What follows belongs to an exercise in optimizing a design on an open flow for small area, a short achievable clock period and few clock cycles per item; a production flow would make more cautious choices. RTL that was checked went through simulation tests only; none was proved equivalent to the original. The RTL of runs 3 to 7 was laid out without a check of its function. Power is estimated from default activity; no workload was simulated.

===== flow/config.mk =====
export PLATFORM = sky130hd
export DESIGN_NAME = alu_exec
export DESIGN_NICKNAME = alu_exec
export VERILOG_FILES = /design/flow/design.v
export SDC_FILE = /design/flow/constraint.sdc
export NUM_CORES = 4
export LEC_CHECK = 0
export CAP_MARGIN = 20
export CORE_MARGIN = 2
export CORE_UTILIZATION = 40
export SETUP_SLACK_MARGIN = 3.2
export SLEW_MARGIN = 20

===== flow/constraint.sdc =====
create_clock -name core_clock -period 5.5 [get_ports {clk}]
set_input_delay 1.1000 -clock core_clock [delete_from_list [all_inputs] [get_ports {clk}]]
set_output_delay 1.1000 -clock core_clock [all_outputs]
set_load 0.01 [all_outputs]

===== flow/design.v =====
`default_nettype none
package alu_pkg;
	typedef enum logic [5:0] {
		ADD   = 6'h20,
		ADDI  = 6'h21,
		SUB   = 6'h22,
		NAND  = 6'h23,
		AND   = 6'h24,
		ANDI  = 6'h25,
		SRL   = 6'h26,
		SLL   = 6'h27,
		XOR   = 6'h28,
		NO_OP = 6'h3F
	} alu_op_e;
	typedef enum logic [1:0] {
		IDLE = 2'd0,
		RUN  = 2'd1,
		DONE = 2'd2
	} lane_state_e;
endpackage
`default_nettype wire
`default_nettype none
module alu_exec (
	input  logic                  clk,
	input  logic                  arst_n,
	input  logic                  in_valid,
	input  logic [5:0]            in_op,
	input  logic [32-1:0] in_a,
	input  logic [32-1:0] in_b,
	output logic                  out_valid,
	output logic [32-1:0] out_result,
	output logic                  flag_n,
	output logic                  flag_z,
	output logic                  flag_v
);
	localparam int W = 32;
	logic [3:0] f;
	logic       legal;
	logic       arith;
	logic       sub;
	logic       shift;
	logic       sll;
	logic       lxor;
	logic       land;
	logic [W-1:0] x_d;
	logic [W-1:0] y_d;
	assign f     = in_op[3:0];
	assign legal = in_valid & (in_op[5:4] == 2'b10) & (~f[3] | (f[2:0] == 3'b000));
	assign arith = ~f[3] & ~f[2] & ~(f[1] & f[0]);    
	assign sub   = f[1] & ~f[2] & ~f[0];              
	assign shift = f[2] & f[1];                       
	assign sll   = f[0];                              
	assign lxor  = f[3];                              
	assign land  = f[2] & ~f[1];                      
	logic [W-1:0] ab_x;
	logic [W-1:0] ab_a;
	logic [W-1:0] a_rev;
	logic [W-1:0] a_rev16;
	logic [W-1:0] a_16;
	assign ab_x = in_a ^ in_b;
	assign ab_a = in_a & in_b;
	always_comb begin
		for (int i = 0; i < W; i++)
			a_rev[i] = in_a[W-1-i];
	end
	assign a_16    = in_a >> 16;
	assign a_rev16 = a_rev >> 16;
	logic sel_x;      
	logic sel_xn;     
	logic sel_and;    
	logic sel_nand;   
	logic sel_r0;     
	logic sel_r16;    
	logic sel_l0;     
	logic sel_l16;    
	logic gen_add;    
	logic gen_sub;    
	assign sel_x    = (arith & ~sub) | lxor;
	assign sel_xn   = sub;
	assign sel_and  = land;
	assign sel_nand = ~arith & ~land & ~shift & ~lxor;
	assign sel_r0   = shift & ~sll & ~in_b[4];
	assign sel_r16  = shift & ~sll &  in_b[4];
	assign sel_l0   = shift &  sll & ~in_b[4];
	assign sel_l16  = shift &  sll &  in_b[4];
	assign gen_add  = legal & arith & ~sub;
	assign gen_sub  = legal & sub;
	always_comb begin
		x_d = ({W{sel_x}}    &  ab_x)
		    | ({W{sel_xn}}   & ~ab_x)
		    | ({W{sel_and}}  &  ab_a)
		    | ({W{sel_nand}} & ~ab_a)
		    | ({W{sel_r0}}   &  in_a)
		    | ({W{sel_r16}}  &  a_16)
		    | ({W{sel_l0}}   &  a_rev)
		    | ({W{sel_l16}}  &  a_rev16);
		y_d = ({W{gen_add}} & ab_a)
		    | ({W{gen_sub}} & in_a & ~in_b);
		x_d[0] = (arith | lxor) ? ab_x[0] : x_d[0];
		y_d[0] = gen_add & ab_a[0] | gen_sub & (in_a[0] | ~in_b[0]);
	end
	logic         s2_valid;
	logic         s2_arith;
	logic         s2_shift;
	logic         s2_sll;
	logic         s2_we;
	logic [W-1:0] s2_x;    
	logic [W-1:0] s2_y;    
	logic [3:0]   s2_s;    
	always_ff @(posedge clk or negedge arst_n) begin
		if (!arst_n)
			s2_valid <= 1'b0;
		else
			s2_valid <= legal;
	end
	always_ff @(posedge clk) begin
		s2_arith <= arith;
		s2_shift <= shift;
		s2_sll   <= sll;
		s2_we    <= legal & ~shift;
		s2_x     <= x_d;
		s2_y     <= y_d;
		s2_s     <= in_b[3:0];
	end
	logic [W-1:0] gg [0:5];
	logic [W-1:0] pp [0:5];
	logic [W:0]   c;
	always_comb begin
		gg[0] = s2_y;
		pp[0] = s2_x;
		pp[0][0] = 1'b0;
		for (int l = 0; l < 5; l++) begin
			gg[l+1] = gg[l];
			pp[l+1] = pp[l];
			for (int i = 0; i < W; i++) begin
				if (((i >> l) & 1) == 1) begin
					int j;
					j = ((i >> l) << l) - 1;
					gg[l+1][i] = gg[l][i] | (pp[l][i] & gg[l][j]);
					pp[l+1][i] = pp[l][i] & pp[l][j];
				end
			end
		end
	end
	assign c = {gg[5], 1'b0};
	logic [W-1:0] shf;
	logic [W-1:0] shf_rev;
	logic [W-1:0] m;
	logic [W-1:0] result;
	assign shf = s2_x >> s2_s;
	always_comb begin
		for (int i = 0; i < W; i++)
			shf_rev[i] = shf[W-1-i];
	end
	assign m      = s2_shift ? (s2_sll ? shf_rev : shf) : s2_x;
	assign result = m ^ c[W-1:0];
	logic [W-1:0] t;
	logic         z_sum;
	assign t     = s2_x | s2_y;
	assign z_sum = ~s2_x[0] & (s2_x[1] == s2_y[0]) & &(~(s2_x[W-1:2] ^ t[W-2:1]));
	always_ff @(posedge clk or negedge arst_n) begin
		if (!arst_n) begin
			out_valid <= 1'b0;
			flag_n    <= 1'b0;
			flag_z    <= 1'b0;
			flag_v    <= 1'b0;
		end else begin
			out_valid <= s2_valid;
			flag_n <= (s2_we ? m[W-1] : flag_n) ^ c[W-1];
			if (s2_we)
				flag_z <= s2_arith ? z_sum : (s2_x == '0);
			flag_v <= (s2_we ? 1'b0 : flag_v) ^ c[W] ^ c[W-1];
		end
	end
	always_ff @(posedge clk) begin
		out_result <= result;
	end
endmodule
`default_nettype wire

===== flow/flow/run.sh =====
#!/bin/bash
# Standard layout, with the port buffers made plain buffers rather than
# the delay cells buffer_ports picks by default.
export BUFFER_PORTS_ARGS="-buffer_cell sky130_fd_sc_hd__buf_2"
bash standard.sh > standard.log 2>&1

===== flow/standard.sh =====
#!/bin/bash
# synth_recipe.tcl (not shown) runs the flow's synth.tcl, then flattens the netlist and writes it again
# the make line also repeats each setting of config.mk as NAME=value (left out here)
make -C /OpenROAD-flow-scripts/flow DESIGN_CONFIG=/design/flow/config.mk WORK_HOME=/design/flow/orfs CLKGATE_MAP_FILE= SYNTH_SCRIPT=/design/flow/synth_recipe.tcl "${@:-finish}"

==> reports/qor.yml, run 1 <==
critical_path:
  crit_chain: "buf_6, buf_16, mux4_2, mux4_2, nand2_1, a21oi_1, a21oi_1, xnor2_1"
  slowest_stage: "mux4_2"
  end_kind: "register"
  path_max_fanout: 16
  required_ps: 5770
  reg2reg_to: "out_result[3]"
  cpPeakStageDelay_ps: 500
  cp.arrival_ps: 2590
  ff2ff_path_depth: 8
  startpoint_type: "register"
  r2r_start: "s2_s[0]"
  worstSetupPathType: "reg -> reg"
  r2r_setup_slack_ps: 3180
run:
  drv_cap: 0
yosys:
  synth_cell_types: 65
  synth-simple-area-share: 0.1467
  synth_top_family_by_area: "compound AO/OA/AOI/OAI gates"
  synth-edff-count: 0
  synth_mux_area_frac: 0.1477
  syn_area_per_cell_um2: 8.527
  synthAdderAreaFrac: 0.05246
  ys_seq_area_frac: 0.2722
  synth_compound_area_frac: 0.2668
  synth_fp_nets: 1058
  synth_area_um2: 8109
  ys.flop_type: "dfxtp_1"
  async_reset_ff_frac: 0.04587
  ys.warnings.count: 3
  synth_seq_cells: 109
  synth_xor_area_frac: 0.04644
  synthCells: 951
floorplan:
  core-area_um2: 20040
  die_x_um: 146.4
  die_h_um: 146.4
  die_area_um2: 21430
  rows: 52
  ios: 109
  initial_core_util: 0.4047
global_routing:
  track_usage: 0.2606
  overflow: 0
  use_met3: 0.03344
  grt-busiest-layer: "met2"
  use_met1: 0.3693
  grt_max_degree: 48
  grt_pass1_vias: 7471
  grt_pass1_wl_um: 43600
  antenna_found_initial: 0
  gr-usage-met2: 0.3927
cts:
  h-tree-depth: 3
  cts.sinks: 109
  cts_root_buffer: "clkbuf_16"
  cts_tree: "done"
  clk_latency_ps: 370
  cts_buffer_depth: 2
  cts_buffers: 9
  cts_hold_buf: 0
  clkTransAtPathRegs_ps: 70
power:
  total_leakage_power_nw: 3.940
  cellPowerDensity_nw_per_um2: 260.8
  power_w: 0.002534
  ir_worst_vdd_mv: 0.1456
sta:
  worst_slack_ps: 3180
  hold_viol_final: 0
  min_period_over_period: 0.4219
  drv_slew: 0
  tightest_slew_ps: 872.6
  fin_crit_ps: 2320
  final.setup_skew_ps: 12.27
  slew_headroom: 0.4179
  setup_viol: 0
  setup_tns_ps: 0
  rsz0062_at_grt: "yes"
  fmax_mhz: 430.9
hold_path:
  min_from: "s2_valid"
  min_path_type: "reg -> reg"
  hold_path_end: "out_valid"
  whs_path_depth: 0
cells_and_area:
  regArea_um2: 2247
  final.fill_count: 1976
  final_nets: 1137
  insertedDiodeCount: 0
  area_growth_syn_to_layout_pct: 19.80
  final_cell_mix: "122 x nor2_1, 105 x buf_2, 80 x dfxtp_1"
  layout_commonest_cell: "nor2_1"
  stdcell_count: 1305
  multi_input_area_um2: 5652
  drive_above_1_share: 0.2879
routing:
  totalWireLength_um: 28560
  routedWlPerCell_um: 21.88
  drt_iter0_drc: 1151
  vias: 8139
  drc: 0
  antenna_left: 0
  via_per_inst: 6.237
  first_pass_iters: 10
placement:
  pre_cts_slack_ps: 1871
  dpl.hpwl_um: 19870
  dp_cells: 1255
  port_buffers: 108
  routabilityCongestion: 0.8991
run_status:
  status: "no timing/DRC/antenna violations"
-- worst max-delay path by stage --
stage	endpoint	depth (start not counted)	slack [ps]	from
global route	out_result[16]	9	3110	s2_s[0]
detailed placement	s2_y[1]	5	1870	in_op[1]
finish	out_result[3]	8	3180	s2_s[0]
floorplan	s2_y[11]	6	3150	in_op[1]
global placement	s2_y[29]	5	1940	in_op[1]
CTS	out_result[23]	9	3100	s2_s[0]
-- power breakdown --
group	total [W]	internal [W]	switching, W
clock	0.000694	0.000371	0.000323
combinational	0.000795	0.000381	0.000414
sequential	0.00105	0.000882	0.000163
total	0.00253	0.00163	0.000900
-- cell type report --
type / count / share of cell area
clock buffer: 12 / 0.02537
tap: 270 / 0.03478
inverter: 49 / 0.01958
multi-input combinational: 708 / 0.5818
timing repair buffer: 152 / 0.1005
timing repair inverter: 1 / 0.0007728
clock inverter: 4 / 0.005925
sequential: 109 / 0.2313
-- registers in the layout (all words and copies together), names as in the netlist --
register and cells:
flag_n 1, flag_v 1, flag_z 1, out_result 32, out_valid 1, s2_arith 1, s2_s 4, s2_shift 1
s2_sll 1, s2_valid 1, s2_we 1, s2_x 32, s2_y 32
-- kinds of logic (layout without fill, tap and decap cells) --
group,count (synthesis),in the layout
compound gates,288,288
flops,109,109
fa+ha+maj,34,34
buf+inv,134,218
xor+xnor,43,43
mux,77,77
simple gates,266,266
-- worst max-delay path: cells and delay by family (launching register included) --
| kind | cells | cell delay, ps |
|---|---|---|
| buffers and inverters | 2 | 320 |
| multiplexers | 2 | 1000 |
| AND/OR/NAND/NOR | 1 | 80 |
| XOR/XNOR | 1 | 180 |
| AO/OA/AOI/OAI | 2 | 280 |
| flip-flops | 1 | 360 |
-- per-layer routing --
metal	vias to the layer above	wire length, µm
li1	3775	-
met1	3806	12310
met2	485	12630
met3	73	2460
met4	0	1152
met5	-	0
-- cell usage after synthesis, drive strengths merged, types with 4 or more instances --
master | number | area (µm²)
o21a | 7 | 52.55
a32o | 32 | 320.3
o221ai | 13 | 113.9
a31oi | 7 | 43.79
or4 | 4 | 30.03
a21boi | 6 | 45.05
nor3 | 10 | 50.05
buf | 15 | 102.6
nand2 | 55 | 206.5
o211ai | 21 | 157.7
o21ai | 48 | 255.2
a221oi | 37 | 324.1
dfrtp | 5 | 125.1
nor4 | 10 | 62.56
a21o | 5 | 37.54
inv | 47 | 176.4
a21oi | 43 | 215.2
o22ai | 4 | 25.02
nand3 | 26 | 130.1
a211oi | 4 | 30.03
o21bai | 6 | 45.04
mux2 | 17 | 191.4
xnor2 | 18 | 157.7
mux2i | 30 | 300.3
mux4 | 30 | 705.7
a222oi | 16 | 160.2
nor2 | 127 | 476.7
nand2b | 7 | 43.79
dfxtp | 104 | 2082
ha | 34 | 425.4
and3 | 6 | 37.54
a22oi | 20 | 150.1
xor2 | 25 | 219.0
clkbuf | 70 | 262.8
-- repair_timing --
| item | CTS | global route |
|---|---|---|
| pin swaps | 15 | 16 |
| gates cloned | 2 | 0 |
| buffers inserted | 26 | 6 |
| setup endpoints to repair | 98 | 68 |
| resized for setup | 73 | 47 |
-- per-stage QoR --
stage                     area, µm²    util  hold WS [ps]
after floorplan                8124       -         331.2
after detailed placement       8738  0.4361         337.2
after global routing           9714  0.4848         376.3
after CTS                      9498  0.4740         359.9
after global placement         8738  0.4361         332.2
final                          9714  0.4848         359.4
Testbench counts, summed over its fixed seeds: cycles 16,008, ops 15,552.
==> run 2: changes to the inputs <==
--- a/flow/config.mk
+++ b/flow/config.mk
@@ -7,6 +7,8 @@
 export LEC_CHECK = 0
 export CAP_MARGIN = 20
 export CORE_MARGIN = 2
-export CORE_UTILIZATION = 40
+export CORE_UTILIZATION = 60
+export CTS_BUF_LIST = sky130_fd_sc_hd__clkbuf_4 sky130_fd_sc_hd__clkbuf_8
+export PLACE_DENSITY = 0.7
 export SETUP_SLACK_MARGIN = 3.2
 export SLEW_MARGIN = 20
==> run 2 against run 1 <==
- setup slack got worse by 90 ps
- global-route usage is 12 points higher
- critical path depth unchanged
- maximum frequency is 3.7% lower
- sequential cell count is the same
- hold slack better by 8.2 ps
- final cell count fell by 7.4%
- die area down 33%
- via count increased by 4.7%
- register-to-register slack worse by 90 ps
- count of clock-buffer cells in the layout is 1 lower
- combinational power is 2.8% higher
==> reports/qor.yml, run 2 <==
critical_path:
  end_kind: "register"
  worstSetupPathType: "reg -> reg"
  required_ps: 5830  # +60 ps
  cp.arrival_ps: 2740  # +150 ps
  startpoint_type: "register"
  path_max_fanout: 8  # -8
cts:
  cts_buffer_depth: 2  # unchanged
  cts.sinks: 109  # unchanged
  cts_buffers: 9  # unchanged
  cts_hold_buf: 0  # unchanged
  clk_latency_ps: 410  # +40 ps
  cts_root_buffer: "clkbuf_8"
  clkTransAtPathRegs_ps: 110  # +40 ps
  cts_tree: "done"
  h-tree-depth: 3  # unchanged
placement:
  routabilityCongestion: 0.9674  # +7.6%
  dpl.hpwl_um: 19700  # -0.86%
  port_buffers: 108  # unchanged
yosys:
  synth_cell_types: 65  # unchanged
  synth_area_um2: 8109  # unchanged
  yosysTopAreaCell: "dfxtp_1"
  synthCells: 951  # unchanged
  ys.flop_type: "dfxtp_1"
  synth_fp_nets: 1058  # unchanged
  async_reset_ff_frac: 0.04587  # unchanged
  synth_top_area_frac: 0.2568  # unchanged
  syn_area_per_cell_um2: 8.527  # unchanged
  synth_seq_cells: 109  # unchanged
  yosysMostFrequentCell: "nor2_1"
  yosys-top-cells-count: "127 x nor2_1, 104 x dfxtp_1, 70 x clkbuf_1, 55 x nand2_1, 47 x inv_1"
  synthTopCellsByArea: "dfxtp_1 26%, mux4_2 6.1%, nor2_1 5.9%"
  ys.warnings.count: 3  # unchanged
  synth-edff-count: 0  # unchanged
  ys_seq_area_frac: 0.2722  # unchanged
sta:
  hold_viol_final: 0  # unchanged
  slew_headroom: 0.5908  # +0.1729
  final.setup_skew_ps: 21.25  # +8.971 ps
  fmax_mhz: 414.9  # -3.7%
  rsz0062_at_grt: "yes"
  drv_slew: 0  # unchanged
  setup_viol: 0  # unchanged
  setup_tns_ps: 0  # unchanged
  min_period_over_period: 0.4383  # +0.01636
  fin_crit_ps: 2410  # +89.99 ps
  tightest_slew_ps: 607.4  # -265.2 ps
routing:
  antenna_left: 0  # unchanged
  drc: 0  # unchanged
  totalWireLength_um: 28180  # -1.3%
  routedWlPerCell_um: 23.33  # +6.6%
  drt_iter0_drc: 946  # -18%
  first_pass_iters: 7  # -3
  vias: 8518  # +4.7%
  via_per_inst: 7.051  # +13%
hold_path:
  min_path_type: "reg -> reg"
cells_and_area:
  final_util: 0.7207  # +0.2359
  final.fill_count: 1043  # -47%
  final_cell_mix: "121 x nor2_1, 105 x buf_2, 75 x dfxtp_1"
  final_nets: 1134  # -0.26%
  area_growth_syn_to_layout_pct: 17.70
  top_regs: "out_result: 32 flops, s2_x: 32 flops, s2_y: 32 flops"
  insertedDiodeCount: 0  # unchanged
  multi_input_area_um2: 5678  # +0.46%
  regArea_um2: 2256  # +0.39%
  drive_above_1_share: 0.3023  # +0.01440
  layout_commonest_cell: "nor2_1"
floorplan:
  ios: 109  # unchanged
  die_area_um2: 14460  # -33%
  core-area_um2: 13240  # -34%
  rows: 42  # -19%
  initial_core_util: 0.6123  # +0.2077
  die_h_um: 120.3  # -18%
  die_x_um: 120.3  # -18%
power:
  ir_worst_vdd_mv: 0.2030  # +39%
  total_leakage_power_nw: 3.884  # -1.4%
  cellPowerDensity_nw_per_um2: 250.2  # -4.0%
run_status:
  status: "no timing/DRC/antenna violations"
global_routing:
  grt_pass1_vias: 7943  # +6.3%
  track_usage: 0.3852  # +0.1245
  overflow: 0  # unchanged
  antenna_found_initial: 0  # unchanged
  grt_max_degree: 48  # unchanged
  grt_pass1_wl_um: 43250  # -0.81%
run:
  drv_cap: 0  # unchanged
run 2: cell counts after synthesis:
Identical to the previous run, type by type.
run 2: cells by family (layout without fill, tap and decap cells):
family | count (synthesis) | count (layout) | synth area share
buffers and inverters | 134 | 215 | 0.06774
XOR/XNOR | 43 | 43 | 0.04644
AO/OA/AOI/OAI | 288 | 288 | 0.2668
adder cells (fa/ha/maj) | 34 | 34 | 0.05246
flip-flops | 109 | 109 | 0.2722
multiplexers | 77 | 77 | 0.1477
AND/OR/NAND/NOR | 266 | 266 | 0.1467
run 2: layout make-up:
cell class                      instances  area share
Clock buffer                           11     0.01521
Clock inverter                          5    0.006948
Timing Repair Buffer                  149      0.1025
Tap cell                              176     0.02307
Timing Repair inverter                  1   0.0007866
Inverter                               49     0.02019
Sequential cell                       109      0.2364
Multi-Input combinational cell        708      0.5949
run 2: routing by layer:
| layer | GRT usage | share of wire |
|---|---|---|
| met5 | 0 | 0 |
| met4 | 0.1962 | 0.051 |
| met3 | 0.08255 | 0.12 |
| met2 | 0.6129 | 0.45 |
| met1 | 0.4953 | 0.38 |
run 2: path summary, 6_finish.rpt:
| check | startpoint | to | slack (ps) | cells past startpoint |
|---|---|---|---|---|
| min reg2reg | s2_valid | out_valid | 370 | 0 |
| max | s2_s[0] | out_result[23] | 3090 | 8 |
| min | s2_valid | out_valid | 370 | 0 |
| max in group asynchronous | arst_n | flag_v | 4870 | 1 |
| max reg2reg | s2_s[0] | out_result[23] | 3090 | 8 |
| min in group asynchronous | arst_n | s2_valid | 490 | 1 |
run 2: critical path, cell delays in order, from the launching register on:
cell     delay (ps)
dfxtp_4         470
buf_12          150
mux4_2          520
mux2_2          310
mux2i_1         240
nor2_1           70
or3_1           360
o21ai_2          70
xnor2_1         130
run 2: power breakdown:
| group | total [W] | switching (W) | leakage (nW) | internal, W |
|---|---|---|---|---|
| logic | 0.000817 | 0.000433 | 2.85 | 0.000383 |
| clock network | 0.000526 | 0.000292 | 0.105 | 0.000234 |
| registers | 0.00105 | 0.000162 | 0.928 | 0.000883 |
run 2: timing repair:
| action | 4_1_cts | 5_1_grt |
|---|---|---|
| gates cloned | 3 | 0 |
| buffers inserted | 18 | 10 |
| endpoints found under the setup margin | 98 | 58 |
| resized for setup | 74 | 63 |
| pin swaps | 10 | 28 |
| endpoints found under the hold margin | 0 | 0 |
run 2: per-stage QoR:
step	cell area [µm²]	total power [W]	cells	hold slack [ps]	setup slack, ps
3_5_place_dp	8617	0.001749	1161	336.5	1985
2_1_floorplan	8124	0.001493	951	331.2	3147
4_1_cts	9271	0.002310	1198	367.8	3115
3_3_place_gp	8617	0.001727	1161	332.5	2119
6_report	9544	0.002388	1208	367.6	3090
5_1_grt	9544	0.002485	1208	388.6	3019
==> run 3: changes to the inputs <==
--- a/flow/design.v
+++ b/flow/design.v
@@ -101,12 +101,14 @@
 	end
 	logic         s2_valid;
 	logic         s2_arith;
-	logic         s2_shift;
-	logic         s2_sll;
+	logic         s2_sel_x;    
+	logic         s2_sel_r;    
+	logic         s2_sel_l;    
 	logic         s2_we;
 	logic [W-1:0] s2_x;    
 	logic [W-1:0] s2_y;    
-	logic [3:0]   s2_s;    
+	logic [3:0]   s2_s4;   
+	logic [3:0]   s2_s1;   
 	always_ff @(posedge clk or negedge arst_n) begin
 		if (!arst_n)
 			s2_valid <= 1'b0;
@@ -115,12 +117,14 @@
 	end
 	always_ff @(posedge clk) begin
 		s2_arith <= arith;
-		s2_shift <= shift;
-		s2_sll   <= sll;
+		s2_sel_x <= ~shift;
+		s2_sel_r <= shift & ~sll;
+		s2_sel_l <= shift & sll;
 		s2_we    <= legal & ~shift;
 		s2_x     <= x_d;
 		s2_y     <= y_d;
-		s2_s     <= in_b[3:0];
+		s2_s4    <= 4'b0001 << in_b[3:2];
+		s2_s1    <= 4'b0001 << in_b[1:0];
 	end
 	logic [W-1:0] gg [0:5];
 	logic [W-1:0] pp [0:5];
@@ -143,16 +147,20 @@
 		end
 	end
 	assign c = {gg[5], 1'b0};
-	logic [W-1:0] shf;
-	logic [W-1:0] shf_rev;
+	logic [W-1:0] sh4;
+	logic [W-1:0] sh1;
 	logic [W-1:0] m;
 	logic [W-1:0] result;
-	assign shf = s2_x >> s2_s;
 	always_comb begin
+		sh4 = '0;
+		sh1 = '0;
+		for (int k = 0; k < 4; k++)
+			sh4 = sh4 | ({W{s2_s4[k]}} & (s2_x >> (4 * k)));
+		for (int k = 0; k < 4; k++)
+			sh1 = sh1 | ({W{s2_s1[k]}} & (sh4 >> k));
 		for (int i = 0; i < W; i++)
-			shf_rev[i] = shf[W-1-i];
+			m[i] = (s2_sel_x & s2_x[i]) | (s2_sel_r & sh1[i]) | (s2_sel_l & sh1[W-1-i]);
 	end
-	assign m      = s2_shift ? (s2_sll ? shf_rev : shf) : s2_x;
 	assign result = m ^ c[W-1:0];
 	logic [W-1:0] t;
 	logic         z_sum;
==> flow/config.mk (replaced) <==
export PLATFORM = sky130hd
export DESIGN_NAME = alu_exec
export DESIGN_NICKNAME = alu_exec
export VERILOG_FILES = /design/flow/design.v
export SDC_FILE = /design/flow/constraint.sdc
export NUM_CORES = 4
export LEC_CHECK = 0
export CAP_MARGIN = 20
export CORE_MARGIN = 2
export CORE_UTILIZATION = 40
export SETUP_SLACK_MARGIN = 3.3
export SLEW_MARGIN = 20
==> run 3 against run 2 <==
- sequential cell count is 5 higher
- hold slack got worse by 19 ps
- register-to-register slack better by 160 ps
- via count decreased by 1.9%
- synthesized cell count unchanged
- clock power up 110%
- die area rose by 41%
- final cell count grew 5.1%
- non-clock buffer count is 6 lower
- global-route usage shrank 9.6 points
- routed wire length is 6.6% higher
==> reports/qor.yml, run 3 <==
yosys:
  synthAdderAreaFrac: 0.05528  # +0.002824
  yosysMostFrequentCell: "dfxtp_1"
  synthCells: 951  # unchanged
  ys.flop_type: "dfxtp_1"
  synth_fp_nets: 1058  # unchanged
  synthTopCellsByArea: "dfxtp_1 28%, a22oi_1 10%, a221oi_1 5.7%"
  synth_cell_types: 61  # -6.2%
  synth-edff-count: 0  # unchanged
  synth_xor_area_frac: 0.06146  # +0.01502
  synth_seq_cells: 114  # +4.6%
  ys_seq_area_frac: 0.2998  # +0.02766
  synth_top_family_by_area: "compound AO/OA/AOI/OAI gates"
  synth_mux_area_frac: 0.01984  # -0.1278
  yosys-top-cells-count: "109 x dfxtp_1, 106 x a22oi_1, 104 x nor2_1, 96 x nand2_1, 80 x clkbuf_1"
  synth_compound_area_frac: 0.3468  # +0.08005
  synth-simple-area-share: 0.1491  # +0.002369
  synth_top_area_frac: 0.2836  # +0.02683
  syn_area_per_cell_um2: 8.091  # -5.1%
  async_reset_ff_frac: 0.04386  # -0.002012
  ys.warnings.count: 3  # unchanged
  yosysTopAreaCell: "dfxtp_1"
  synth_area_um2: 7695  # -5.1%
placement:
  pre_cts_slack_ps: 2433  # +448.4 ps
  routabilityCongestion: 0.9413  # -2.7%
  dpl.hpwl_um: 20240  # +2.7%
  port_buffers: 108  # unchanged
critical_path:
  required_ps: 5800  # -30 ps
  startpoint_type: "register"
  path_max_fanout: 4  # -4
  end_kind: "register"
  cp.arrival_ps: 2540  # -200 ps
  worstSetupPathType: "reg -> reg"
cts:
  clk_latency_ps: 430  # +20 ps
  cts.sinks: 114  # +4.6%
  cts_root_buffer: "clkbuf_16"
  cts_buffers: 17  # +8
  cts_tree: "done"
  cts_hold_buf: 0  # unchanged
  clkTransAtPathRegs_ps: 60  # -50 ps
  h-tree-depth: 4  # +1
  cts_buffer_depth: 2  # unchanged
floorplan:
  rows: 50  # +19%
  die_x_um: 142.7  # +19%
  die_h_um: 142.7  # +19%
  core-area_um2: 18770  # +42%
  ios: 109  # unchanged
  die_area_um2: 20360  # +41%
  initial_core_util: 0.4100  # -0.2023
routing:
  totalWireLength_um: 30030  # +6.6%
  first_pass_iters: 9  # +2
  routedWlPerCell_um: 23.64  # +1.4%
  drt_iter0_drc: 1532  # +62%
  drc: 0  # unchanged
  via_per_inst: 6.582  # -6.7%
  vias: 8359  # -1.9%
  antenna_left: 0  # unchanged
power:
  cellPowerDensity_nw_per_um2: 308.9  # +23%
  total_leakage_power_nw: 4.018  # +3.4%
  ir_worst_vdd_mv: 0.2312  # +14%
sta:
  final.setup_skew_ps: 11.83  # -9.418 ps
  fmax_mhz: 444.9  # +7.2%
  rsz0062_at_grt: "yes"
  slew_headroom: 0.2698  # -0.3210
  min_period_over_period: 0.4087  # -0.02960
  holdWs_ps: 348.7  # -18.94 ps
  hold_viol_final: 0  # unchanged
  tightest_slew_ps: 1094  # +486.4 ps
  drv_slew: 0  # unchanged
  setup_viol: 0  # unchanged
  setup_tns_ps: 0  # unchanged
  fin_crit_ps: 2248  # -162.8 ps
  worst_slack_ps: 3252  # +162.8 ps
global_routing:
  antenna_found_initial: 0  # unchanged
  track_usage: 0.2891  # -0.09607
  grt_pass1_vias: 7507  # -5.5%
  grt_max_degree: 34  # -29%
  grt_pass1_wl_um: 44810  # +3.6%
  overflow: 0  # unchanged
cells_and_area:
  area_growth_syn_to_layout_pct: 22.16
  final_nets: 1131  # -0.26%
  layout_commonest_cell: "buf_2"
  drive_above_1_share: 0.2413  # -0.06101
  insertedDiodeCount: 0  # unchanged
  final_cell_mix: "106 x buf_2, 105 x a22oi_1, 97 x nor2_1"
  top_regs: "out_result: 32 flops, s2_x: 32 flops, s2_y: 32 flops"
hold_path:
  min_path_type: "reg -> reg"
run_status:
  status: "no timing/DRC/antenna violations"
run:
  drv_cap: 0  # unchanged
-- run 3: cell types whose count changed after synthesis, moves of 15 or more --
cell	before	now
xnor2_1	18	34
mux2_2	17	2
o21ai_0	41	26
mux2i_1	30	13
a222oi_1	16	32
a22oi_1	20	106
nand2_1	55	96
nor2_1	127	104
mux4_2	22	0
-- run 3: layout make-up --
| class | instances | area, µm² |
|---|---|---|
| Sequential cell | 114 | 2376 |
| Tap cell | 234 | 292.8 |
| Timing Repair Buffer | 143 | 860.8 |
| Multi-Input combinational cell | 707 | 5121 |
| Inverter | 41 | 157.7 |
| Fill cell | 1788 | 9368 |
| Clock inverter | 8 | 103.9 |
| Clock buffer | 23 | 488.0 |
-- run 3: worst paths after layout --
kind	from	to	slack [ps]	cells after the start
setup reg to reg	s2_x[1]	out_result[31]	3250	10
hold / removal	s2_valid	out_valid	350	0
setup / recovery	s2_x[1]	out_result[31]	3250	10
hold reg to reg	s2_valid	out_valid	350	0
max in group asynchronous	arst_n	flag_v	4880	1
min in group asynchronous	arst_n	flag_z	480	1
-- run 3: logic make-up after synthesis --
family	after synthesis
adder cells (fa/ha/maj)	34
XOR/XNOR	54
multiplexers	15
buffers and inverters	134
AND/OR/NAND/NOR	264
AO/OA/AOI/OAI	336
flip-flops	114
-- run 3: metrics by stage --
step           instance area [µm²]  power (W)  cells  utilization
4_1_cts                       9144   0.002854   1252       0.4872
5_1_grt                       9400   0.003019   1270       0.5009
6_report                      9400   0.002904   1270       0.5009
2_1_floorplan                 7866   0.001489    951            -
3_3_place_gp                  8280   0.001733   1208       0.4412
3_5_place_dp                  8280   0.001735   1208       0.4412
-- run 3: worst max-delay path, cell delays in order, from the launching register on --
cell and delay [ps]:
dfxtp_4 350, ha_4 160, nor2_4 120, o21ai_4 80, a31oi_4 270, o211ai_2 160
a311oi_4 340, buf_6 160, o31ai_4 60, a21o_1 270, xnor2_1 140
-- run 3: power by group --
part / internal, W / switching, W / total [W]
clock: 0.000711 / 0.000405 / 0.00112
sequential: 0.000926 / 0.000178 / 0.00110
combinational: 0.000294 / 0.000391 / 0.000685
-- run 3: what timing repair did --
| action | 4_1_cts | 5_1_grt |
|---|---|---|
| pin swaps | 14 | 17 |
| gates resized for setup | 51 | 33 |
| setup buffers | 11 | 16 |
| setup endpoints to repair | 81 | 77 |
| cloned | 2 | 2 |
-- run 3: metal layers --
layer	part of all wire	track usage	vias up
met5	0	0	-
met4	0.043	0.1350	0
met3	0.098	0.05969	89
met2	0.44	0.4248	561
met1	0.42	0.4045	3928
li1	-	-	3781
==> run 4: changes to the inputs <==
--- a/flow/design.v
+++ b/flow/design.v
@@ -100,7 +100,6 @@
 		y_d[0] = gen_add & ab_a[0] | gen_sub & (in_a[0] | ~in_b[0]);
 	end
 	logic         s2_valid;
-	logic         s2_arith;
 	logic         s2_sel_x;    
 	logic         s2_sel_r;    
 	logic         s2_sel_l;    
@@ -116,7 +115,6 @@
 			s2_valid <= legal;
 	end
 	always_ff @(posedge clk) begin
-		s2_arith <= arith;
 		s2_sel_x <= ~shift;
 		s2_sel_r <= shift & ~sll;
 		s2_sel_l <= shift & sll;
@@ -176,7 +174,7 @@
 			out_valid <= s2_valid;
 			flag_n <= (s2_we ? m[W-1] : flag_n) ^ c[W-1];
 			if (s2_we)
-				flag_z <= s2_arith ? z_sum : (s2_x == '0);
+				flag_z <= z_sum;
 			flag_v <= (s2_we ? 1'b0 : flag_v) ^ c[W] ^ c[W-1];
 		end
 	end
--- a/flow/config.mk
+++ b/flow/config.mk
@@ -8,5 +8,6 @@
 export CAP_MARGIN = 20
 export CORE_MARGIN = 2
 export CORE_UTILIZATION = 40
-export SETUP_SLACK_MARGIN = 3.3
+export CTS_BUF_LIST = sky130_fd_sc_hd__clkbuf_8
+export SETUP_SLACK_MARGIN = 3.4
 export SLEW_MARGIN = 20
==> run 4 against run 3 <==
- still clean
- critical path depth down 1
- synthesized area rose by 0.75%
- cell area is 1.9% higher
- routed wire length decreased by 2.8%
- first-iteration DRC count down 9.1%
- clock power is 33% lower
- maximum frequency increased by 4.9%
- utilization is 0.77 points higher
- sequential share of layout area down 0.54 points
- register-to-register slack better by 110 ps
- hold slack got worse by 7.9 ps
- final cell count increased by 4.0%
- largest cell class unchanged
- largest power group is now sequential cells
==> reports/qor.yml, run 4 <==
yosys:
  yosysTopAreaCell: "dfxtp_1"
  synthCells: 959  # +0.84%
  yosysMostFrequentCell: "nand2_1"
  ys.warnings.count: 3  # unchanged
  synth_top_area_frac: 0.2789  # -0.004688
  async_reset_ff_frac: 0.04425  # +0.0003881
  synth_cell_types: 59  # -3.3%
  ys_seq_area_frac: 0.2950  # -0.004808
  synth_area_um2: 7752  # +0.75%
  synthTopCellsByArea: "dfxtp_1 28%, a22oi_1 10%, a222oi_1 6.3%"
  yosys-top-cells-count: "112 x nand2_1, 108 x dfxtp_1, 105 x a22oi_1, 83 x clkbuf_1, 79 x nor2_1"
  ys.flop_type: "dfxtp_1"
  syn_area_per_cell_um2: 8.084  # about the same
  synth_seq_cells: 113  # -0.88%
  synth-edff-count: 0  # unchanged
  synth_fp_nets: 1066  # +0.76%
cts:
  clk_latency_ps: 450  # +20 ps
  cts_buffers: 17  # unchanged
  cts_tree: "done"
  cts_buffer_depth: 2  # unchanged
  cts_hold_buf: 0  # unchanged
  h-tree-depth: 4  # unchanged
  cts.sinks: 113  # -0.88%
  clkTransAtPathRegs_ps: 70  # about the same
  cts_root_buffer: "clkbuf_8"
floorplan:
  initial_core_util: 0.4117  # +0.001694
  ios: 109  # unchanged
  die_h_um: 143.2  # +0.36%
  die_x_um: 143.2  # +0.36%
  core-area_um2: 18830  # +0.33%
  die_area_um2: 20510  # +0.72%
  rows: 50  # unchanged
critical_path:
  crit_top_cell: "o21ai_4"
  crit_chain: "nand2_1, o21ai_4, a31oi_4, o21ai_4, nand3b_4, a21oi_4, o22a_4, mux2i_1, xnor2_1"
  end_kind: "register"
  worstSetupPathType: "reg -> reg"
  required_ps: 5880  # +80 ps
  path_max_fanout: 7  # +3
  cp.arrival_ps: 2520  # -20 ps
  slowest_stage: "dfxtp_2"
  cpPeakStageDelay_ps: 430  # +80 ps
  startpoint_type: "register"
routing:
  antenna_left: 0  # unchanged
  drt_iter0_drc: 1392  # -9.1%
  drc: 0  # unchanged
  first_pass_iters: 9  # unchanged
  routedWlPerCell_um: 22.09  # -6.6%
  vias: 8443  # +1.0%
  via_per_inst: 6.391  # -2.9%
  totalWireLength_um: 29180  # -2.8%
cells_and_area:
  layout_commonest_cell: "nand2_1"
  final_cell_mix: "109 x nand2_1, 104 x a22oi_1, 103 x buf_2"
  multi_input_area_um2: 5265  # +2.8%
  insertedDiodeCount: 0  # unchanged
  final_nets: 1155  # +2.1%
  area_growth_syn_to_layout_pct: 23.53
  final.fill_count: 1840  # +2.9%
  regArea_um2: 2369  # -0.32%
  top_regs: "out_result: 32 flops, s2_x: 32 flops, s2_y: 32 flops"
  drive_above_1_share: 0.2724  # +0.03107
run_status:
  status: "no timing/DRC/antenna violations"
hold_path:
  min_path_type: "reg -> reg"
global_routing:
  track_usage: 0.2804  # -0.008696
  antenna_found_initial: 0  # unchanged
  grt_pass1_vias: 7581  # +0.99%
  grt_max_degree: 42  # +24%
  overflow: 0  # unchanged
  grt_pass1_wl_um: 43850  # -2.1%
placement:
  routabilityCongestion: 0.9124  # -3.1%
  dpl.hpwl_um: 19320  # -4.6%
  port_buffers: 108  # unchanged
sta:
  slew_headroom: 0.2597  # -0.01011
  fmax_mhz: 466.8  # +4.9%
  setup_viol: 0  # unchanged
  holdWs_ps: 340.8  # -7.902 ps
  min_period_over_period: 0.3895  # -0.01912
  hold_viol_final: 0  # unchanged
  setup_tns_ps: 0  # unchanged
  tightest_slew_ps: 1109  # +15.14 ps
  rsz0062_at_grt: "yes"
  fin_crit_ps: 2142  # -105.2 ps
  final.setup_skew_ps: 10.32  # -1.509 ps
  drv_slew: 0  # unchanged
power:
  total_leakage_power_nw: 4.059  # +1.0%
  ir_worst_vdd_mv: 0.1634  # -29%
  cellPowerDensity_nw_per_um2: 264.0  # -15%
run:
  drv_cap: 0  # unchanged
## run 4: changes by cell type after synthesis, moves of 10 or more
cell	previous run	this run
nor4_1	13	3
nor2_1	104	79
a221oi_1	50	24
a222oi_1	32	49
nand2_1	96	112
o211ai_1	8	27
o21ai_0	26	41
## run 4: cell families after synthesis
family | synth area share
AOI/OAI and AO/OA | 0.3636
xor gates and xnor gates | 0.05197
adders and majority gates | 0.05487
buffers and inverters | 0.07198
DFF | 0.2950
muxes | 0.02340
and+or+nand+nor | 0.1391
## run 4: cell type report
| cell class | instances | area share |
|---|---|---|
| clock buffers | 20 | 0.02874 |
| clock inverters | 12 | 0.009668 |
| inverters | 44 | 0.01725 |
| multi-input cells | 708 | 0.5498 |
| flip-flops and latches | 113 | 0.2473 |
| well taps | 260 | 0.03397 |
| repair buffers | 164 | 0.1133 |
## run 4: worst paths after layout
check                      startpoint         to  slack [ps]  cells after the start
hold reg to reg              s2_valid  out_valid         340                      0
hold / removal               s2_valid  out_valid         340                      0
setup / recovery              s2_x[2]     flag_v        3360                      9
max in group asynchronous      arst_n   s2_valid        4920                      1
min in group asynchronous      arst_n     flag_n         450                      1
setup reg to reg              s2_x[2]     flag_v        3360                      9
## run 4: worst max-delay path, delay by kind of cell (launching register included)
| kind | cells | cell delay, ps |
|---|---|---|
| AOI/OAI and AO/OA | 5 | 1030 |
| xor gates and xnor gates | 1 | 140 |
| DFF | 1 | 430 |
| muxes | 1 | 210 |
| and+or+nand+nor | 2 | 240 |
## run 4: through the flow
step / utilization / worst slack, ps / instances / cell area, µm² / total power, W
after floorplan: - / 3218 / 959 / 7974 / 0.001478
after global placement: 0.4455 / 2158 / 1235 / 8389 / 0.001697
after detailed placement: 0.4455 / 2106 / 1235 / 8389 / 0.001699
after CTS: 0.4917 / 3351 / 1300 / 9259 / 0.002491
after global routing: 0.5086 / 3331 / 1321 / 9577 / 0.002650
final: 0.5086 / 3358 / 1321 / 9577 / 0.002528
## run 4: power breakdown
group          total, W  internal, W  switching (W)
Sequential      0.00106     0.000912       0.000146
Clock          0.000752     0.000385       0.000367
Combinational  0.000719     0.000320       0.000399
## run 4: what timing repair did
action                                  in CTS  in global routing
pin swaps                                   15                 14
endpoints found under the setup margin      97                 65
gates resized for setup                     76                 36
cloned                                       4                  0
buffers inserted                            29                 20
## run 4: routing by layer
metal	global-route usage	wire length, µm	up-vias
li1	-	-	3862
met1	0.3925	12310	3946
met2	0.4253	13060	571
met3	0.05768	2837	64
met4	0.1027	981	0
met5	0	0	-
==> run 5: changes to the inputs <==
--- a/flow/config.mk
+++ b/flow/config.mk
@@ -9,5 +9,5 @@
 export CORE_MARGIN = 2
 export CORE_UTILIZATION = 40
 export CTS_BUF_LIST = sky130_fd_sc_hd__clkbuf_8
-export SETUP_SLACK_MARGIN = 3.4
+export SETUP_SLACK_MARGIN = 3.5
 export SLEW_MARGIN = 20
==> run 5 against run 4 <==
- register-to-register slack better by 30 ps
- global-route usage rose by 2.1 points
- non-clock buffer count up 22
- sequential share of layout area decreased by 1.2 points
- first-iteration DRC count up 21%
- via count increased by 4.6%
- largest cell class unchanged
- sequential power hardly changed
- still clean
- combinational power rose by 9.9%
==> reports/qor.yml, run 5 <==
yosys:
  yosysTopAreaCell: "dfxtp_1"
  synthTopCellsByArea: "dfxtp_1 28%, a22oi_1 10%, a222oi_1 6.3%"
  synth_area_um2: 7752  # unchanged
  syn_area_per_cell_um2: 8.084  # unchanged
  ys.warnings.count: 3  # unchanged
  yosys-top-cells-count: "112 x nand2_1, 108 x dfxtp_1, 105 x a22oi_1, 83 x clkbuf_1, 79 x nor2_1"
  yosysMostFrequentCell: "nand2_1"
  synthCells: 959  # unchanged
  synth-edff-count: 0  # unchanged
  synth_top_area_frac: 0.2789  # unchanged
  synth_seq_cells: 113  # unchanged
  synth_fp_nets: 1066  # unchanged
  synth_cell_types: 59  # unchanged
  ys_seq_area_frac: 0.2950  # unchanged
  ys.flop_type: "dfxtp_1"
  async_reset_ff_frac: 0.04425  # unchanged
critical_path:
  end_kind: "register"
  worstSetupPathType: "reg -> reg"
  path_max_fanout: 3  # -4
  cp.arrival_ps: 2490  # -30 ps
  startpoint_type: "register"
  required_ps: 5870  # about the same
global_routing:
  antenna_found_initial: 0  # unchanged
  grt_max_degree: 42  # unchanged
  grt_pass1_vias: 8055  # +6.3%
  track_usage: 0.3012  # +0.02076
  grt_pass1_wl_um: 46890  # +6.9%
  overflow: 0  # unchanged
placement:
  port_buffers: 108  # unchanged
  dpl.hpwl_um: 20200  # +4.6%
  pre_cts_slack_ps: 2325  # +218.9 ps
  routabilityCongestion: 0.9245  # +1.3%
  dp_cells: 1234  # -0.081%
sta:
  setup_tns_ps: 0  # unchanged
  fmax_mhz: 473.3  # +1.4%
  tightest_slew_ps: 1157  # +47.68 ps
  fin_crit_ps: 2113  # -29.51 ps
  drv_slew: 0  # unchanged
  final.setup_skew_ps: 19.94  # +9.621 ps
  hold_viol_final: 0  # unchanged
  min_period_over_period: 0.3842  # -0.005365
  setup_viol: 0  # unchanged
  rsz0062_at_grt: "yes"
  slew_headroom: 0.2279  # -0.03183
  worst_slack_ps: 3387  # +29.51 ps
routing:
  drc: 0  # unchanged
  routedWlPerCell_um: 23.35  # +5.7%
  antenna_left: 0  # unchanged
  drt_iter0_drc: 1679  # +21%
  vias: 8834  # +4.6%
  via_per_inst: 6.583  # +3.0%
  first_pass_iters: 10  # +1
  totalWireLength_um: 31340  # +7.4%
floorplan:
  initial_core_util: 0.4117  # unchanged
  core-area_um2: 18830  # unchanged
  die_h_um: 143.2  # unchanged
  die_x_um: 143.2  # unchanged
  ios: 109  # unchanged
  rows: 50  # unchanged
  die_area_um2: 20510  # unchanged
run:
  drv_cap: 0  # unchanged
cells_and_area:
  final_util: 0.5411  # +0.03256
  final_cell_mix: "100 x nand2_1, 94 x a22oi_1, 94 x buf_2"
  insertedDiodeCount: 0  # unchanged
  drive_above_1_share: 0.3355  # +0.06311
  stdcell_count: 1342  # +1.6%
  final.fill_count: 1749  # -4.9%
  top_regs: "out_result: 32 flops, s2_x: 32 flops, s2_y: 32 flops"
  layout_commonest_cell: "nand2_1"
  area_growth_syn_to_layout_pct: 31.44
  final_nets: 1176  # +1.8%
cts:
  h-tree-depth: 4  # unchanged
  clkTransAtPathRegs_ps: 70  # about the same
  cts_buffer_depth: 2  # unchanged
  cts_tree: "done"
  clk_latency_ps: 470  # +20 ps
  cts_root_buffer: "clkbuf_8"
  cts_buffers: 17  # unchanged
  cts_hold_buf: 0  # unchanged
  cts.sinks: 113  # unchanged
power:
  cellPowerDensity_nw_per_um2: 253.9  # -3.8%
  ir_worst_vdd_mv: 0.1580  # -3.3%
  total_leakage_power_nw: 4.321  # +6.4%
  power_w: 0.002587  # +2.3%
hold_path:
  min_path_type: "reg -> reg"
run_status:
  status: "no timing/DRC/antenna violations"
## run 5: path summary, 6_finish.rpt
check | from | to | slack [ps] | cells after the start
max in group asynchronous | arst_n | flag_z | 4930 | 1
min in group asynchronous | arst_n | out_valid | 440 | 1
worst min-delay path | s2_valid | out_valid | 360 | 0
worst max-delay path | s2_y[12] | out_result[18] | 3390 | 10
worst max register to register | s2_y[12] | out_result[18] | 3390 | 10
worst min register to register | s2_valid | out_valid | 360 | 0
## run 5: critical path, cell delays in order (launching register included)
cell and delay (ps):
dfxtp_4 370, a21oi_2 160, o21ai_2 70, a221oi_2 360
o21ai_4 130, buf_4 160, buf_6 100, a21o_1 190
a21oi_2 180, buf_4 140, xor2_1 150
## run 5: repair_timing
action,in CTS,in global routing
cloned,7,1
setup buffers,37,31
setup endpoints to repair,119,91
pin swaps,21,50
gates resized for setup,115,76
## run 5: power by group
part | leakage [nW] | switching [W] | internal [W]
clock | 0.191 | 0.000364 | 0.000358
sequential | 0.976 | 0.000161 | 0.000915
combinational | 3.15 | 0.000422 | 0.000368
## run 5: logic make-up after synthesis
kind of cell,Yosys count,share of synthesized area
and+or+nand+nor,249,0.1391
DFF,113,0.2950
buffers and inverters,142,0.07198
adders and majority gates,34,0.05487
muxes,13,0.02340
xor gates and xnor gates,46,0.05197
AOI/OAI and AO/OA,362,0.3636
## run 5: metal layers
metal	global-route usage	share of wire	vias up
li1	-	-	3918
met2	0.4659	0.45	691
met3	0.06908	0.11	109
met5	0	0	-
met1	0.4025	0.39	4116
met4	0.1290	0.044	0
## run 5: area by class of cell
| type | instances | area, µm² | area share |
|---|---|---|---|
| clock buffers | 18 | 247.7 | 0.02431 |
| inverters | 44 | 165.2 | 0.01621 |
| clock inverters | 14 | 103.9 | 0.01019 |
| repair buffers | 186 | 1486 | 0.1459 |
| multi-input cells | 707 | 5468 | 0.5366 |
| flip-flops and latches | 113 | 2394 | 0.2349 |
| well taps | 260 | 325.3 | 0.03193 |
## run 5: through the flow
stage	hold slack [ps]	instance area [µm²]
2_1_floorplan	331.2	8143
3_3_place_gp	333.1	8437
3_5_place_dp	346.4	8437
4_1_cts	363.1	9593
5_1_grt	383.6	10190
6_report	357.9	10190
==> run 6: changes to the inputs <==
==> flow/flow/run.sh (replaced) <==
#!/bin/bash
# Standard layout with two changes:
# - the port buffers are plain buf_1 cells rather than the delay cells
#   buffer_ports picks by default;
# - clock tree synthesis runs with its standard arguments but without dummy
#   loads.
export BUFFER_PORTS_ARGS="-buffer_cell sky130_fd_sc_hd__buf_1"
export CTS_ARGS="-sink_clustering_enable -repair_clock_nets -buf_list sky130_fd_sc_hd__clkbuf_8 -dont_use_dummy_load"
bash standard.sh > standard.log 2>&1
--- a/flow/config.mk
+++ b/flow/config.mk
@@ -9,5 +9,5 @@
 export CORE_MARGIN = 2
 export CORE_UTILIZATION = 40
 export CTS_BUF_LIST = sky130_fd_sc_hd__clkbuf_8
-export SETUP_SLACK_MARGIN = 3.5
+export SETUP_SLACK_MARGIN = 3.4
 export SLEW_MARGIN = 20
==> run 6 against run 5 <==
- largest power group unchanged
- hold slack lost 7.2 ps
- still clean on timing, DRC and antenna
- maximum frequency down 0.62%
- global-route usage is 2.3 points lower
- register-to-register slack about the same
- critical path type unchanged
==> reports/qor.yml, run 6 <==
routing:
  via_per_inst: 6.534  # -0.74%
  wl_met2_um: 12730  # -9.6%
  routedWlPerCell_um: 22.30  # -4.5%
  drt_iter0_drc: 1421  # -15%
  first_pass_iters: 11  # +1
  totalWireLength_um: 28950  # -7.6%
  drc: 0  # unchanged
  m1WireLength_um: 12370  # +0.49%
  dr_wl_met3_um: 2973  # -17%
  antenna_left: 0  # unchanged
  vias: 8481  # -4.0%
  top_layer: "met4"
cts:
  cts_tree: "done"
  cts_buffer_depth: 2  # unchanged
  clkTransAtPathRegs_ps: 80  # about the same
  cts_root_buffer: "clkbuf_8"
  clk_latency_ps: 460  # about the same
  cts_buffers: 17  # unchanged
  cts.sinks: 113  # unchanged
  h-tree-depth: 4  # unchanged
yosys:
  ys.warnings.count: 3  # unchanged
  synthTopCellsByArea: "dfxtp_1 28%, a22oi_1 10%, a222oi_1 6.3%"
  synth_top_area_frac: 0.2789  # unchanged
  ys_seq_area_frac: 0.2950  # unchanged
  synth-edff-count: 0  # unchanged
  synth_seq_cells: 113  # unchanged
  synth_area_um2: 7752  # unchanged
  synth_fp_nets: 1066  # unchanged
  synthCells: 959  # unchanged
  synth_cell_types: 59  # unchanged
  yosys-top-cells-count: "112 x nand2_1, 108 x dfxtp_1, 105 x a22oi_1, 83 x clkbuf_1, 79 x nor2_1"
  ys.flop_type: "dfxtp_1"
  syn_area_per_cell_um2: 8.084  # unchanged
  yosysTopAreaCell: "dfxtp_1"
  async_reset_ff_frac: 0.04425  # unchanged
  yosysMostFrequentCell: "nand2_1"
sta:
  holdWs_ps: 350.7  # -7.242 ps
  rsz0062_at_grt: "yes"
  slew_headroom: 0.2531  # +0.02530
  final.setup_skew_ps: 32.96  # +13.02 ps
  fin_crit_ps: 2126  # +13.17 ps
  fmax_mhz: 470.3  # -0.62%
  drv_slew: 0  # unchanged
  hold_viol_final: 0  # unchanged
  setup_tns_ps: 0  # unchanged
  tightest_slew_ps: 1119  # -37.89 ps
  setup_viol: 0  # unchanged
  min_period_over_period: 0.3866  # +0.002395
floorplan:
  ios: 109  # unchanged
  die_area_um2: 20510  # unchanged
  die_x_um: 143.2  # unchanged
  core-area_um2: 18830  # unchanged
  die_h_um: 143.2  # unchanged
  rows: 50  # unchanged
  initial_core_util: 0.4117  # unchanged
hold_path:
  min_path_type: "reg -> reg"
  whs_path_depth: 0  # unchanged
power:
  cellPowerDensity_nw_per_um2: 248.5  # -2.1%
  total_leakage_power_nw: 3.709  # -14%
  ir_worst_vdd_mv: 0.1527  # -3.4%
cells_and_area:
  top_regs: "out_result: 32 flops, s2_x: 32 flops, s2_y: 32 flops"
  final_nets: 1147  # -2.5%
  final_cell_mix: "109 x nand2_1, 105 x a22oi_1, 102 x buf_1"
  final_util: 0.4983  # -0.04286
  postLayoutCellArea_um2: 9383  # -7.9%
  area_growth_syn_to_layout_pct: 21.03
  insertedDiodeCount: 0  # unchanged
  layout_commonest_cell: "nand2_1"
  drive_above_1_share: 0.1628  # -0.1727
  final.fill_count: 1847  # +5.6%
placement:
  dpl.hpwl_um: 19280  # -4.6%
  port_buffers: 108  # unchanged
  placed_area_um2: 8259  # -2.1%
  routabilityCongestion: 0.8468  # -8.4%
run:
  drv_cap: 0  # unchanged
global_routing:
  track_usage: 0.2782  # -0.02299
  grt_max_degree: 42  # unchanged
  antenna_found_initial: 0  # unchanged
  grt_pass1_wl_um: 43680  # -6.9%
  grt_pass1_vias: 7600  # -5.6%
  overflow: 0  # unchanged
critical_path:
  slowest_stage: "dfxtp_4"
  cpPeakStageDelay_ps: 370  # about the same
  ff2ff_path_depth: 11  # +1
  startpoint_type: "register"
  cp.arrival_ps: 2420  # -70 ps
  end_kind: "register"
  required_ps: 5800  # -70 ps
  worstSetupPathType: "reg -> reg"
  crit_top_cell: "o21ai_4"
  crit_chain: "ha_4, nor2_4, o21ai_4, a31oi_4, o21ai_4, nand3b_4, buf_4, nand2_4, a31o_4, a21oi_4, xor2_2"
  path_max_fanout: 4  # +1
run_status:
  status: "no timing/DRC/antenna violations"
==> run 6: cell counts after synthesis <==
No cell type changed its count.
==> run 6: final cells by class <==
| cell class | instances | area [µm²] | share of cell area |
|---|---|---|---|
| Multi-Input combinational cell | 707 | 5300 | 0.5649 |
| Timing Repair Buffer | 157 | 991.0 | 0.1056 |
| Tap cell | 260 | 325.3 | 0.03467 |
| Inverter | 44 | 165.2 | 0.01760 |
| Sequential cell | 113 | 2367 | 0.2523 |
| Clock buffer | 17 | 234.0 | 0.02494 |
==> run 6: cells by family (layout without fill, tap and decap cells) <==
family | count (synthesis) | after routing | synth area share
adder cells (fa/ha/maj) | 34 | 34 | 0.05487
buffers and inverters | 142 | 218 | 0.07198
multiplexers | 13 | 13 | 0.02340
AO/OA/AOI/OAI | 362 | 362 | 0.3636
XOR/XNOR | 46 | 46 | 0.05197
flip-flops | 113 | 113 | 0.2950
AND/OR/NAND/NOR | 249 | 252 | 0.1391
==> run 6: what timing repair did <==
| action | in CTS | in global routing |
|---|---|---|
| setup endpoints to repair | 96 | 79 |
| hold buffers | 0 | 0 |
| resized for setup | 76 | 48 |
| setup buffers | 25 | 14 |
| pin swaps | 15 | 18 |
| gates cloned | 6 | 0 |
==> run 6: routing by layer <==
layer,global-route usage,up-vias
met5,0,-
met4,0.09701,0
met3,0.06539,66
met2,0.4183,593
met1,0.3896,3998
li1,-,3824
==> run 6: critical path: cells and delay by family (launching register included) <==
kind            cells  cell delay (ps)
fa+ha+maj           1              140
xor+xnor            1              180
buf+inv             1              150
simple gates        3              210
flops               1              370
compound gates      5              910
==> run 6: through the flow <==
| step | setup WS [ps] | cells | total power (W) |
|---|---|---|---|
| finish | 3374 | 1298 | 0.002332 |
| global route | 3312 | 1298 | 0.002452 |
| global placement | 2312 | 1236 | 0.001677 |
| detailed placement | 2305 | 1236 | 0.001677 |
| CTS | 3349 | 1284 | 0.002303 |
| floorplan | 3218 | 959 | 0.001478 |
==> run 6: final timing paths <==
kind / from / to / slack [ps]
min in group asynchronous: arst_n / out_valid / 480
worst min register to register: s2_valid / out_valid / 350
max in group asynchronous: arst_n / flag_z / 4810
worst min-delay path: s2_valid / out_valid / 350
worst max-delay path: s2_x[1] / out_result[29] / 3370
worst max register to register: s2_x[1] / out_result[29] / 3370
==> run 6: power breakdown <==
group          switching [W]  internal, W  leakage [nW]
Combinational       0.000392     0.000302          2.61
Clock               0.000301     0.000270         0.122
Sequential          0.000154     0.000913         0.973
Total               0.000847      0.00149          3.71
==> run 7: changes to the inputs <==
--- a/flow/design.v
+++ b/flow/design.v
@@ -100,6 +100,7 @@
 		y_d[0] = gen_add & ab_a[0] | gen_sub & (in_a[0] | ~in_b[0]);
 	end
 	logic         s2_valid;
+	logic         s2_arith;
 	logic         s2_sel_x;    
 	logic         s2_sel_r;    
 	logic         s2_sel_l;    
@@ -115,6 +116,7 @@
 			s2_valid <= legal;
 	end
 	always_ff @(posedge clk) begin
+		s2_arith <= arith;
 		s2_sel_x <= ~shift;
 		s2_sel_r <= shift & ~sll;
 		s2_sel_l <= shift & sll;
@@ -174,7 +176,7 @@
 			out_valid <= s2_valid;
 			flag_n <= (s2_we ? m[W-1] : flag_n) ^ c[W-1];
 			if (s2_we)
-				flag_z <= z_sum;
+				flag_z <= s2_arith ? z_sum : (s2_x == '0);
 			flag_v <= (s2_we ? 1'b0 : flag_v) ^ c[W] ^ c[W-1];
 		end
 	end
==> run 7 against run 6 <==
- register-to-register slack lost 150 ps
- cell area shrank 4.3%
- critical path type unchanged
- setup slack lost 150 ps
- still clean on timing, DRC and antenna
- largest power group unchanged
==> reports/qor.yml, run 7 <==
critical_path:
  cp.arrival_ps: 2580  # +160 ps
  worstSetupPathType: "reg -> reg"
  reg2reg_to: "flag_v"
  crit_chain: "ha_4, nor2_4, o21ai_4, a31oi_4, o211ai_2, a311oi_4, o31ai_4, a21o_1, xnor2_1"
  r2r_setup_slack_ps: 3230  # -150 ps
  ff2ff_path_depth: 9  # -2
  path_max_fanout: 4  # unchanged
  cp_num_buf_inv: 0  # -1
  r2r_start: "s2_x[1]"
  slowest_stage: "a311oi_4"
  startpoint_type: "register"
  cpPeakStageDelay_ps: 480  # +110 ps
  cpLargestDelayFamily: "compound AO/OA/AOI/OAI gates"
  required_ps: 5810  # about the same
  end_kind: "register"
cts:
  cts_buffer_depth: 2  # unchanged
  cts_root_buffer: "clkbuf_8"
  clkTransAtPathRegs_ps: 60  # -20 ps
  h-tree-depth: 4  # unchanged
  clk_latency_ps: 460  # about the same
  cts_buffers: 17  # unchanged
  cts_tree: "done"
  cts.sinks: 114  # +0.88%
sta:
  setup_viol: 0  # unchanged
  hold_viol_final: 0  # unchanged
  setup_tns_ps: 0  # unchanged
  slew_headroom: 0.5326  # +0.2795
  worst_slack_ps: 3227  # -147.3 ps
  fin_crit_ps: 2273  # +147.3 ps
  min_period_over_period: 0.4134  # +0.02678
  fmax_mhz: 439.9  # -6.5%
  tightest_slew_ps: 700.1  # -418.6 ps
  drv_slew: 0  # unchanged
  rsz0062_at_grt: "yes"
  holdWs_ps: 350.3  # -0.3680 ps
  final.setup_skew_ps: 31.56  # -1.402 ps
routing:
  antenna_left: 0  # unchanged
  routedWlPerCell_um: 23.20  # +4.0%
  drt_iter0_drc: 1460  # +2.7%
  drc: 0  # unchanged
  via_per_inst: 6.582  # +0.74%
  first_pass_iters: 9  # -2
  vias: 8267  # -2.5%
  totalWireLength_um: 29140  # +0.65%
cells_and_area:
  final_cell_mix: "105 x a22oi_1, 104 x buf_1, 96 x nand2_1"
  final_nets: 1131  # -1.4%
  area_growth_syn_to_layout_pct: 16.72
  drive_above_1_share: 0.1448  # -0.01800
  layout_commonest_cell: "a22oi_1"
  top_regs: "out_result: 32 flops, s2_x: 32 flops, s2_y: 32 flops"
  final_util: 0.4785  # -0.01974
  insertedDiodeCount: 0  # unchanged
global_routing:
  grt_pass1_wl_um: 44280  # +1.4%
  grt_pass1_vias: 7474  # -1.7%
  grt_max_degree: 34  # -19%
  antenna_found_initial: 0  # unchanged
  overflow: 0  # unchanged
  track_usage: 0.2857  # +0.007548
yosys:
  yosysTopAreaCell: "dfxtp_1"
  async_reset_ff_frac: 0.04386  # -0.0003881
  synth_seq_cells: 114  # +0.88%
  synth_top_area_frac: 0.2836  # +0.004688
  synthTopCellsByArea: "dfxtp_1 28%, a22oi_1 10%, a221oi_1 5.7%"
  synth_fp_nets: 1058  # -0.75%
  synth_cell_types: 61  # +3.4%
  ys_seq_area_frac: 0.2998  # +0.004808
  ys.warnings.count: 3  # unchanged
  synthCells: 951  # -0.83%
  yosys-top-cells-count: "109 x dfxtp_1, 106 x a22oi_1, 104 x nor2_1, 96 x nand2_1, 80 x clkbuf_1"
  ys.flop_type: "dfxtp_1"
  synth_area_um2: 7695  # -0.74%
  syn_area_per_cell_um2: 8.091  # about the same
  synth-edff-count: 0  # unchanged
  yosysMostFrequentCell: "dfxtp_1"
run:
  drv_cap: 0  # unchanged
floorplan:
  initial_core_util: 0.4100  # -0.001694
  core-area_um2: 18770  # -0.33%
  die_x_um: 142.7  # -0.36%
  rows: 50  # unchanged
  ios: 109  # unchanged
  die_area_um2: 20360  # -0.72%
  die_h_um: 142.7  # -0.36%
placement:
  port_buffers: 108  # unchanged
  routabilityCongestion: 0.9007  # +6.4%
  pre_cts_slack_ps: 2129  # -176.0 ps
  dpl.hpwl_um: 20020  # +3.8%
power:
  total_leakage_power_nw: 3.597  # -3.0%
  ir_worst_vdd_mv: 0.1602  # +5.0%
  cellPowerDensity_nw_per_um2: 260.9  # +5.0%
hold_path:
  whs_path_depth: 0  # unchanged
  hold_path_end: "out_valid"
  min_path_type: "reg -> reg"
  min_from: "s2_valid"
run_status:
  status: "no timing/DRC/antenna violations"
[run 7: cell count changes after synthesis, moves of 10 or more]
cell / before / now
o21ai_0: 41 / 26
nor4_1: 3 / 13
o211ai_1: 27 / 8
nor2_1: 79 / 104
a222oi_1: 49 / 32
a221oi_1: 24 / 50
nand2_1: 112 / 96
[run 7: cells by family after synthesis]
logic type	synth area share
compound gates	0.3468
xor+xnor	0.06146
fa+ha+maj	0.05528
buf+inv	0.06764
flops	0.2998
mux	0.01984
simple gates	0.1491
[run 7: what timing repair did]
action | 4_1_cts | 5_1_grt
pin swaps | 17 | 13
endpoints found under the setup margin | 91 | 64
hold buffers | 0 | 0
resized for setup | 61 | 36
gates cloned | 3 | 0
setup buffers | 15 | 11
[run 7: worst max-delay path by stage]
stage / start / end / slack [ps] / cells past startpoint
2_1_floorplan: in_op[0] / s2_y[30] / 3280 / 6
3_3_place_gp: in_op[1] / s2_y[29] / 2190 / 4
3_5_place_dp: in_op[1] / s2_y[30] / 2130 / 4
4_1_cts: s2_x[1] / out_result[26] / 3180 / 10
5_1_grt: s2_y[17] / flag_v / 3180 / 8
6_report: s2_x[1] / flag_v / 3230 / 9
[run 7: power by group]
group | internal [W] | switching, W | total (W) | leakage, nW
clock | 0.000270 | 0.000310 | 0.000580 | 0.122
combinational | 0.000274 | 0.000373 | 0.000648 | 2.50
sequential | 0.000925 | 0.000190 | 0.00112 | 0.975
total | 0.00147 | 0.000873 | 0.00234 | 3.60
[run 7: through the flow]
step	instance area (µm²)	power [W]	instances
4_1_cts	8788	0.002317	1245
3_3_place_gp	8180	0.001715	1208
2_1_floorplan	7926	0.001495	951
3_5_place_dp	8203	0.001718	1210
5_1_grt	8981	0.002457	1256
6_report	8981	0.002343	1256
[run 7: worst register-to-register path, cell delays in order, from the launching register on]
cell	delay (ps)
dfxtp_4	360
ha_4	160
nor2_4	150
o21ai_4	80
a31oi_4	250
o211ai_2	130
a311oi_4	480
o31ai_4	100
a21o_1	280
xnor2_1	150
[run 7: final cells by class]
cell class                 instances  area, µm²
sequential                       114       2376
multi-input combinational        706       5171
timing repair buffer             144      753.2
tap                              234      292.8
fill                            1861       9787
clock buffer                      17      234.0
inverter                          41      153.9
[run 7: per-layer routing]
layer | vias to the layer above | track usage | wire, µm
met4 | 0 | 0.1042 | 849
li1 | 3763 | - | -
met1 | 3908 | 0.3993 | 12500
met2 | 542 | 0.4426 | 13130
met5 | - | 0 | 0
met3 | 54 | 0.04829 | 2654

## separate check: timing with driven ports
In the flow no input, the clock included, has a driving cell. The finished layouts below were timed again as built, in two steps.
Step 1 assumes that a clkbuf_16 drives the clock port and a buf_2 every other input.
Step 2 adds t to the input delays and takes it off the output delays; t is the mean of the earliest and latest rising clock arrival at the registers after step 1. Input paths then give back, and output paths get back, about the clock's delay inside the block.
Three values: no drivers, after step 1, after step 2; two values: the first two.
| run | shift t [ns] | slack for setup (ns) | worst register clock-pin slew, ns | worst data-port slew with drivers (ns) | pins driven straight from the clock port |
|---|---|---|---|---|---|
| run 1 | 0.403 | 3.180 / 3.180 / 2.938 | 0.08 / 0.08 | 0.04 | 1 |
| run 2 | 0.430 | 3.090 / 3.090 / 2.882 | 0.11 / 0.11 | 0.04 | 1 |
| run 3 | 0.468 | 3.252 / 3.252 / 2.881 | 0.06 / 0.06 | 0.04 | 1 |
| run 4 | 0.490 | 3.358 / 3.358 / 2.905 | 0.08 / 0.08 | 0.07 | 1 |
| run 5 | 0.498 | 3.387 / 3.382 / 2.902 | 0.08 / 0.08 | 0.13 | 1 |
| run 6 | 0.485 | 3.374 / 3.374 / 2.928 | 0.08 / 0.08 | 0.05 | 1 |
| run 7 | 0.485 | 3.227 / 3.227 / 2.974 | 0.08 / 0.08 | 0.04 | 1 |
After both steps every run listed still meets setup and hold. The setup slack of run 5, which loses most, moves by -0.005 ns with the drivers and by -0.485 ns with both steps.
